Source: an optimization exercise on an open RTL-to-GDS flow (aim: a short achievable clock period and few clock cycles per item). Production flows keep margins and buffers that such runs may drop.
The RTL was checked by simulation tests, not by an equivalence proof against the original design.

==> flow/design.v <==
package lcwc_pkg;
  localparam int SampleBitsDef = 24;
  localparam int RawW   = 24;
  localparam int KwW    = 20;
  localparam int ScaleW = 33;
  localparam int WgtW   = 32;
  localparam int AccW   = 32;
  localparam int CntW   = 8;
  localparam int AlphaW = 9;
  localparam int CfgAW  = 2;
  localparam int CfgDW  = 9;
  localparam int DivNW  = 40;
  localparam int DivDW  = 33;
  localparam int DivRW  = 34;
  localparam int DivCW  = 6;
  localparam logic [1:0] FUNC_WEIGH = 2'd0;
  localparam logic [1:0] FUNC_TARE  = 2'd1;
  localparam logic [1:0] FUNC_CAL   = 2'd2;
  localparam logic [1:0] FUNC_LOAD  = 2'd3;
  localparam logic [2:0] KIND_WEIGHT  = 3'd0;
  localparam logic [2:0] KIND_TARE    = 3'd1;
  localparam logic [2:0] KIND_CAL     = 3'd2;
  localparam logic [2:0] KIND_CAL_REJ = 3'd3;
  localparam logic [2:0] KIND_LOADED  = 3'd4;
  localparam logic [CfgAW-1:0] CFG_SAMPLE_COUNT = 2'd0;
  localparam logic [CfgAW-1:0] CFG_ALPHA_START  = 2'd1;
  localparam logic [CfgAW-1:0] CFG_ALPHA_TARE   = 2'd2;
  localparam logic [CntW-1:0]   SAMPLE_COUNT_RST = 8'd5;
  localparam logic [AlphaW-1:0] ALPHA_START_RST  = 9'd26;
  localparam logic [AlphaW-1:0] ALPHA_TARE_RST   = 9'd77;
  localparam logic [ScaleW-1:0] SCALE_RST        = 33'd57600;
  localparam logic [1:0] DOP_AVG = 2'd0;
  localparam logic [1:0] DOP_WGT = 2'd1;
  localparam logic [1:0] DOP_CAL = 2'd2;
endpackage
import lcwc_pkg::*;
module load_cell_weigh_conditioner
#(
  parameter int SAMPLE_BITS = lcwc_pkg::SampleBitsDef
) (
  input  logic                     clk,
  input  logic                     rst_n,
  input  logic                     cfg_we,
  input  logic [lcwc_pkg::CfgAW-1:0]         cfg_addr,
  input  logic [lcwc_pkg::CfgDW-1:0]         cfg_wdata,
  input  logic                     in_valid,
  output logic                     in_ready,
  input  logic [1:0]               in_func,
  input  logic [lcwc_pkg::RawW-1:0]          in_raw_bits,
  input  logic [lcwc_pkg::KwW-1:0]           in_known_weight,
  input  logic signed [lcwc_pkg::ScaleW-1:0] in_scale_value,
  output logic                     out_valid,
  input  logic                     out_ready,
  output logic [2:0]               out_kind,
  output logic signed [lcwc_pkg::WgtW-1:0]   out_weight_q,
  output logic [lcwc_pkg::RawW-1:0]          out_average_raw,
  output logic [lcwc_pkg::RawW-1:0]          out_offset_now,
  output logic signed [lcwc_pkg::ScaleW-1:0] out_scale_now,
  output logic                     out_saturated
);
  localparam logic [2:0] ST_IDLE = 3'd0;
  localparam logic [2:0] ST_DIV  = 3'd1;
  localparam logic [2:0] ST_MUL  = 3'd2;
  localparam logic [2:0] ST_OUT  = 3'd3;
  localparam int ProdW = ScaleW + AlphaW;
  logic [CntW-1:0]   sample_count_r;
  logic [AlphaW-1:0] alpha_start_r;
  logic [AlphaW-1:0] alpha_tare_r;
  logic [AlphaW-1:0] alpha_now_r;
  logic              alpha_follows_tare_r;
  logic [2:0]               state_r;
  logic [RawW-1:0]          offset_r;
  logic signed [ScaleW-1:0] scale_r;
  logic [AccW-1:0]          acc_r;
  logic [CntW-1:0]          bcnt_r;
  logic                     batch_tare_r;
  logic signed [WgtW-1:0]   filt_r;
  logic                     primed_r;
  logic [2:0]      kind_r;
  logic [RawW-1:0] avg_r;
  logic            sat_r;
  logic            neg_r;
  logic            net_zero_r;
  logic [1:0]       div_op_r;
  logic [DivNW-1:0] div_num_r;
  logic [DivDW-1:0] div_den_r;
  logic [DivRW-1:0] div_rem_r;
  logic [DivNW-1:0] div_q_r;
  logic [DivCW-1:0] div_cnt_r;
  logic signed [ScaleW-1:0] mul_d_r;
  logic signed [ProdW-1:0]  mul_p_r;
  logic [AlphaW-1:0]        mul_a_r;
  logic [3:0]               mul_cnt_r;
  logic                     out_valid_r;
  logic [2:0]               out_kind_r;
  logic signed [WgtW-1:0]   out_weight_r;
  logic [RawW-1:0]          out_avg_r;
  logic [RawW-1:0]          out_offset_r;
  logic signed [ScaleW-1:0] out_scale_r;
  logic                     out_sat_r;
  logic in_xfer;
  logic out_free;
  assign in_ready = (state_r == ST_IDLE);
  assign in_xfer  = in_valid && in_ready;
  assign out_free = !out_valid_r || out_ready;
  logic [RawW-1:0] samp;
  assign samp = RawW'(in_raw_bits[SAMPLE_BITS-1:0]) ^ (RawW'(1) << (SAMPLE_BITS - 1));
  logic            is_tare;
  logic            restart;
  logic [AccW-1:0] acc_sum;
  logic [CntW-1:0] cnt_inc;
  logic [CntW-1:0] batch_n;
  assign is_tare = (in_func == FUNC_TARE);
  assign restart = (bcnt_r != '0) && (batch_tare_r != is_tare);
  assign acc_sum = (restart ? '0 : acc_r) + AccW'(samp);
  assign cnt_inc = (restart ? '0 : bcnt_r) + CntW'(1);
  assign batch_n = (sample_count_r == '0) ? CntW'(1) : sample_count_r;
  logic signed [RawW:0] cal_diff;
  logic [RawW-1:0]      cal_mag;
  assign cal_diff = $signed({1'b0, samp}) - $signed({1'b0, offset_r});
  assign cal_mag  = cal_diff[RawW] ? RawW'(-cal_diff) : cal_diff[RawW-1:0];
  logic [DivRW-1:0] rem_sh;
  logic             div_ge;
  logic [DivRW-1:0] rem_nxt;
  logic [DivNW-1:0] q_nxt;
  assign rem_sh  = {div_rem_r[DivRW-2:0], div_num_r[DivNW-1]};
  assign div_ge  = rem_sh >= {1'b0, div_den_r};
  assign rem_nxt = div_ge ? rem_sh - {1'b0, div_den_r} : rem_sh;
  assign q_nxt   = {div_q_r[DivNW-2:0], div_ge};
  logic [RawW-1:0]   avg_new;
  logic [RawW-1:0]   net;
  logic [DivDW-1:0]  scale_mag;
  assign avg_new   = q_nxt[RawW-1:0];
  assign net       = (avg_new > offset_r) ? avg_new - offset_r : offset_r - avg_new;
  assign scale_mag = scale_r[ScaleW-1] ? DivDW'(-scale_r) : DivDW'(scale_r);
  logic signed [WgtW-1:0] wgt;
  logic                   wgt_sat;
  always_comb begin
    wgt     = '0;
    wgt_sat = 1'b0;
    if (net_zero_r) begin
      wgt = '0;
    end else if (neg_r) begin
      if (q_nxt > DivNW'(33'h080000000)) begin
        wgt     = {1'b1, {(WgtW-1){1'b0}}};
        wgt_sat = 1'b1;
      end else begin
        wgt = -$signed(q_nxt[WgtW-1:0]);
      end
    end else if (q_nxt > DivNW'(32'h7FFFFFFF)) begin
      wgt     = {1'b0, {(WgtW-1){1'b1}}};
      wgt_sat = 1'b1;
    end else begin
      wgt = $signed(q_nxt[WgtW-1:0]);
    end
  end
  logic [AlphaW-1:0] alpha_eff;
  assign alpha_eff = (alpha_now_r > AlphaW'(256)) ? AlphaW'(256) : alpha_now_r;
  logic signed [ProdW-1:0] mul_add;
  logic signed [WgtW-1:0]  filt_upd;
  assign mul_add  = mul_a_r[mul_cnt_r] ?
                    mul_p_r + (ProdW'(mul_d_r) <<< mul_cnt_r) : mul_p_r;
  assign filt_upd = filt_r + WgtW'(mul_add >>> 8);
  always_ff @(posedge clk) begin
    if (!rst_n) begin
      sample_count_r <= SAMPLE_COUNT_RST;
      alpha_start_r  <= ALPHA_START_RST;
      alpha_tare_r   <= ALPHA_TARE_RST;
    end else if (cfg_we) begin
      unique case (cfg_addr)
        CFG_SAMPLE_COUNT: sample_count_r <= cfg_wdata[CntW-1:0];
        CFG_ALPHA_START:  alpha_start_r  <= cfg_wdata;
        CFG_ALPHA_TARE:   alpha_tare_r   <= cfg_wdata;
        default: ;
      endcase
    end
  end
  always_ff @(posedge clk) begin
    if (!rst_n) begin
      state_r              <= ST_IDLE;
      offset_r             <= '0;
      scale_r              <= SCALE_RST;
      acc_r                <= '0;
      bcnt_r               <= '0;
      batch_tare_r         <= 1'b0;
      filt_r               <= '0;
      primed_r             <= 1'b0;
      alpha_now_r          <= ALPHA_START_RST;
      alpha_follows_tare_r <= 1'b0;
      out_valid_r          <= 1'b0;
      div_cnt_r            <= '0;
      mul_cnt_r            <= '0;
    end else begin
      if (state_r == ST_OUT && out_free) begin
        out_valid_r <= 1'b1;
      end else if (out_valid_r && out_ready) begin
        out_valid_r <= 1'b0;
      end
      if (cfg_we && cfg_addr == CFG_ALPHA_START && !alpha_follows_tare_r) begin
        alpha_now_r <= cfg_wdata;
      end
      if (cfg_we && cfg_addr == CFG_ALPHA_TARE && alpha_follows_tare_r) begin
        alpha_now_r <= cfg_wdata;
      end
      unique case (state_r)
        ST_IDLE: begin
          if (in_xfer) begin
            sat_r <= 1'b0;
            case (in_func)
              FUNC_WEIGH, FUNC_TARE: begin
                batch_tare_r <= is_tare;
                if (cnt_inc < batch_n) begin
                  acc_r  <= acc_sum;
                  bcnt_r <= cnt_inc;
                end else begin
                  acc_r     <= '0;
                  bcnt_r    <= '0;
                  div_op_r  <= DOP_AVG;
                  div_num_r <= DivNW'(acc_sum);
                  div_den_r <= DivDW'(cnt_inc);
                  div_rem_r <= '0;
                  div_cnt_r <= DivCW'(DivNW);
                  state_r   <= ST_DIV;
                end
              end
              FUNC_CAL: begin
                avg_r <= samp;
                if (in_known_weight == '0 || cal_diff == '0) begin
                  kind_r  <= KIND_CAL_REJ;
                  state_r <= ST_OUT;
                end else begin
                  neg_r     <= cal_diff[RawW];
                  div_op_r  <= DOP_CAL;
                  div_num_r <= DivNW'({cal_mag, 8'b0});
                  div_den_r <= DivDW'(in_known_weight);
                  div_rem_r <= '0;
                  div_cnt_r <= DivCW'(DivNW);
                  state_r   <= ST_DIV;
                end
              end
              default: begin
                avg_r   <= '0;
                scale_r <= in_scale_value;
                kind_r  <= KIND_LOADED;
                state_r <= ST_OUT;
              end
            endcase
          end
        end
        ST_DIV: begin
          if (div_cnt_r != DivCW'(1)) begin
            div_rem_r <= rem_nxt;
            div_q_r   <= q_nxt;
            div_num_r <= {div_num_r[DivNW-2:0], 1'b0};
            div_cnt_r <= div_cnt_r - DivCW'(1);
          end else begin
            case (div_op_r)
              DOP_AVG: begin
                avg_r <= avg_new;
                if (batch_tare_r) begin
                  offset_r             <= avg_new;
                  alpha_follows_tare_r <= 1'b1;
                  alpha_now_r          <= alpha_tare_r;
                  primed_r             <= 1'b0;
                  filt_r               <= '0;
                  kind_r               <= KIND_TARE;
                  state_r              <= ST_OUT;
                end else begin
                  net_zero_r <= (net == '0);
                  neg_r      <= scale_r[ScaleW-1];
                  div_op_r   <= DOP_WGT;
                  div_num_r  <= {net, 16'b0};
                  div_den_r  <= scale_mag;
                  div_rem_r  <= '0;
                  div_cnt_r  <= DivCW'(DivNW);
                end
              end
              DOP_WGT: begin
                sat_r  <= wgt_sat;
                kind_r <= KIND_WEIGHT;
                if (!primed_r) begin
                  filt_r   <= wgt;
                  primed_r <= 1'b1;
                  state_r  <= ST_OUT;
                end else begin
                  mul_d_r   <= ScaleW'(wgt) - ScaleW'(filt_r);
                  mul_p_r   <= '0;
                  mul_a_r   <= alpha_eff;
                  mul_cnt_r <= '0;
                  state_r   <= ST_MUL;
                end
              end
              default: begin
                scale_r <= neg_r ? -$signed(q_nxt[ScaleW-1:0]) : $signed(q_nxt[ScaleW-1:0]);
                kind_r  <= KIND_CAL;
                state_r <= ST_OUT;
              end
            endcase
          end
        end
        ST_MUL: begin
          mul_p_r   <= mul_add;
          mul_cnt_r <= mul_cnt_r + 4'd1;
          if (mul_cnt_r == 4'(AlphaW - 1)) begin
            filt_r  <= filt_upd;
            state_r <= ST_OUT;
          end
        end
        ST_OUT: begin
          if (out_free) begin
            state_r <= ST_IDLE;
          end
        end
        default: state_r <= ST_IDLE;
      endcase
    end
  end
  always_ff @(posedge clk) begin
    if (state_r == ST_OUT && out_free) begin
      out_kind_r   <= kind_r;
      out_weight_r <= filt_r;
      out_avg_r    <= avg_r;
      out_offset_r <= offset_r;
      out_scale_r  <= scale_r;
      out_sat_r    <= sat_r;
    end
  end
  assign out_valid       = out_valid_r;
  assign out_kind        = out_kind_r;
  assign out_weight_q    = out_weight_r;
  assign out_average_raw = out_avg_r;
  assign out_offset_now  = out_offset_r;
  assign out_scale_now   = out_scale_r;
  assign out_saturated   = out_sat_r;
endmodule
==> flow/run.sh <==
#!/bin/bash
# synth_recipe.tcl (not shown) runs the flow's synth.tcl, then flattens the netlist and writes it again
# the make line also repeats each setting of config.mk as NAME=value (left out here)
make -C /OpenROAD-flow-scripts/flow DESIGN_CONFIG=/design/flow/config.mk WORK_HOME=/design/flow/orfs CLKGATE_MAP_FILE= SYNTH_SCRIPT=/design/flow/synth_recipe.tcl finish
==> flow/config.mk <==
export PLATFORM = sky130hd
export DESIGN_NAME = load_cell_weigh_conditioner
export DESIGN_NICKNAME = load_cell_weigh_conditioner
export VERILOG_FILES = /design/flow/design.v
export SDC_FILE = /design/flow/constraint.sdc
export NUM_CORES = 4
export LEC_CHECK = 0
export CAP_MARGIN = 20
export CORE_MARGIN = 2
export CORE_UTILIZATION = 40
export SLEW_MARGIN = 20
==> flow/constraint.sdc <==
create_clock -name core_clock -period 7.2 [get_ports {clk}]
set_input_delay 1.4400 -clock core_clock [delete_from_list [all_inputs] [get_ports {clk}]]
set_output_delay 1.4400 -clock core_clock [all_outputs]
set_load 0.01 [all_outputs]
==> flow_summary.ini <==
[run_status]
status = finished clean

[logic_synthesis]
yosysWarnings = 1
synth_nets = 4515
synthDistinctLibCells = 94
netlist_area_um2 = 37620
ys_seq_elements = 547
avgSynthCellArea_um2 = 9.036
synth_edf_count = 376
yosysSeqAreaShare = 0.3912
synthArstFlopShare = 0
synth_top_flop_cell = edfxtp_1
synthCells = 4163

[die]
die-area_um2 = 96510
fp.dieW_um = 310.7
dieHeight_um = 310.7
core_um2 = 93330
start_util = 0.4031
io_pins = 214
rows = 112

[power_and_ir_drop]
fin_total_pwr_mw = 14.82
irDropWorstVdd_mv = 0.1899
cellLeakagePower_nw = 16.88
pwr_density_cell_nw_per_um2 = 335.0

[grt]
antenna_found_initial = 2
grt_max_degree = 100
grt_remaining_overflow = 0
grtUsageTotal = 0.2596
grt_pass1_vias = 31420
grt_pass1_wl_um = 195300

[detailed_routing]
drt_iter0_markers = 3155
first_pass_iters = 5
vias = 32900
ant_nets = 0
viasPerCell = 5.791
routed_wl_um = 128800
route.detailed.drc = 0
wl_per_cell_um = 22.67

[clock_network]
cts.sink_count = 547
path_clk_slew_ps = 60
clk_latency_ps = 640
h-tree-depth = 3
cts_root_buffer = clkbuf_16
cts_buffers = 67
clock_path_buffers = 3
cts_tree = done

[sta]
max_freq_mhz = 146.0
relSlewSlack = 0.3052
rsz0062_at_grt = false
fin_skew_ps = 35.08
finalHoldViolCount = 0
worst_pin_slew_ps = 1040
setup_viol = 0
period_share = 0.9513
period_minus_slack_ps = 6850
slew_viol_final = 0

[worst_hold_path]
hold_depth = 0
hp-start = avg_r[23]
hold-path-endpoint = out_avg_r[23]
hold_path_class = register to register

[critical_path]
rr_startpoint = div_rem_r[26]
worstPathMaxFanout = 12
crit-reg2reg-capture = mul_d_r[30]
slowest_delay_ps = 390
reg2reg_slack_ps = 350
reg2regPathDepth = 31
arrival_ps = 7230
critPathSlowestCell = edfxtp_1
crit_top_cell = a21o_1
crit_required_ps = 7580
crit_path_end_kind = register
startpoint_type = register
crit_type = register to register

[placed_design]
place_congestion = 0.9612
hpwl_um = 97180
dpl_cell_area_um2 = 41740
numPortBuffers = 213

[final_layout]
fin_area_um2 = 44240
layout-drive-gt1-share = 0.08380
register_area_um2 = 14720
layout_common_cells = nand2_1, edfxtp_1, nor2_1, a21oi_1, ha_1
area_delta_synth_final_pct = 17.61
fin_nets = 4727
n_fill_cell = 9013
layout.cells.most_common = nand2_1
multi_input_area_um2 = 21720

[run]
drv_cap = 0
[cell usage after synthesis (38+ instances only)]
| master | count | area [um2] |
|---|---|---|
| mux2i_1 | 79 | 790.8 |
| inv_1 | 190 | 713.2 |
| nand2_1 | 440 | 1652 |
| nor2_1 | 358 | 1344 |
| nor2b_1 | 48 | 300.3 |
| xnor2_1 | 177 | 1550 |
| a21o_1 | 124 | 930.9 |
| a21oi_1 | 358 | 1792 |
| clkbuf_1 | 177 | 664.4 |
| o21ai_0 | 248 | 1241 |
| o21a_1 | 48 | 360.4 |
| and2_1 | 96 | 600.6 |
| a211oi_1 | 82 | 615.6 |
| a31oi_1 | 44 | 275.3 |
| nand2b_1 | 51 | 319.1 |
| xor2_1 | 80 | 700.7 |
| nor3_1 | 68 | 340.3 |
| ha_1 | 249 | 3115 |
| dfxtp_1 | 171 | 3423 |
| a22oi_1 | 38 | 285.3 |
| nand3_1 | 81 | 405.4 |
| edfxtp_1 | 376 | 11290 |
[how the worst max path moves through the flow]
stage,startpoint,to,slack (ps)
2_1_floorplan,div_rem_r[26],mul_d_r[31],-160
3_3_place_gp,div_num_r[39],mul_d_r[31],240
3_5_place_dp,div_num_r[39],mul_d_r[32],50
4_1_cts,div_num_r[39],mul_d_r[31],20
5_1_grt,div_num_r[39],mul_d_r[31],6
6_report,div_rem_r[26],mul_d_r[30],350
[layout make-up]
class,count,share of cell area
multi-input combinational,3217,0.4909
tap,1254,0.03547
sequential,547,0.3328
inverter,192,0.01649
clock buffer,96,0.04457
antenna,1,0.00005656
clock inverter,25,0.006363
timing repair buffer,350,0.07339
[cell families after synthesis]
logic type	after synthesis	share of synthesized area
AND/OR/NAND/NOR	1341	0.1699
XOR/XNOR	261	0.06177
flip-flops	547	0.3912
multiplexers	115	0.03629
buffers and inverters	399	0.04008
AO/OA/AOI/OAI	1243	0.2137
adder cells (fa/ha/maj)	257	0.08708
[critical path: cells and delay by family (launching register included)]
kind	cells	cell delay, ps
AOI/OAI and AO/OA	16	3260
and+or+nand+nor	10	1740
adders and majority gates	3	860
DFF	1	390
buffers and inverters	2	350
[report_power, final]
group	total [mW]	switching [mW]	internal [mW]
logic	6.69	4.10	2.59
clock network	3.52	1.43	2.09
registers	4.61	0.431	4.18
total	14.8	5.96	8.86
[state kept, by name, summed over array words and instances, names as in the netlist, 33 cells and up]
name         count
div_num_r       40
mul_p_r         40
div_q_r         39
div_den_r       33
div_rem_r       33
mul_d_r         33
out_scale_r     33
scale_r         33
[routing by layer]
layer / global-route usage / wire [um] / share of wire / vias to the layer above
met4: 0.07126 / 3235 / 0.025 / 0
met3: 0.03739 / 8931 / 0.069 / 180
li1: - / - / - / 15710
met2: 0.4181 / 58930 / 0.46 / 1136
met1: 0.3634 / 57690 / 0.45 / 15880
met5: 0 / 0 / 0 / -
[timing repair]
action	in CTS	in global routing
pin swaps	0	10
buffers inserted	0	1
gates cloned	0	1
hold buffers	0	0
setup endpoints to repair	1	22
gates resized for setup	1	46
hold endpoints to repair	0	0
[stage by stage]
stage               utilization  hold WS [ps]  setup slack [ps]  std cells  TNS (ps)
floorplan                     -         400.3            -156.9       4163    -221.6
finish                   0.4740         409.7             350.4       5682         0
global placement         0.4472         403.3             236.1       5557         0
CTS                      0.4714         415.7             15.08       5678         0
global route             0.4740         423.4             5.701       5681         0
detailed placement       0.4472         405.1             54.41       5557         0
Testbench counts, summed over its fixed seeds: cycles 104,804, items 1,230.

==> afterwards: timing with drivers on the ports <==
Ports are ideal in the flow. The routed layout listed here was re-timed in OpenROAD.
Step 1, drivers: a clkbuf_16 drives clk and a buf_2 each remaining input, both assumed.
Step 2 times the ports against the registers' clock, not the clock port: input delays grow and output delays shrink by t, the midpoint of the rising clock arrivals with the driver on.
Slacks: ideal ports / drivers / drivers and shift; pairs: ideal ports / drivers.
t, ns: 0.687
setup slack, ns: 0.350 / 0.350 / 0.350
hold slack, ns: 0.410 / 0.410 / 0.410
latest minus earliest clock arrival (ns): 0.036 / 0.036
After both steps setup and hold are still met in this run. For this run, drivers alone change the setup slack by 0.000 ns; drivers and shift together by 0.000 ns.
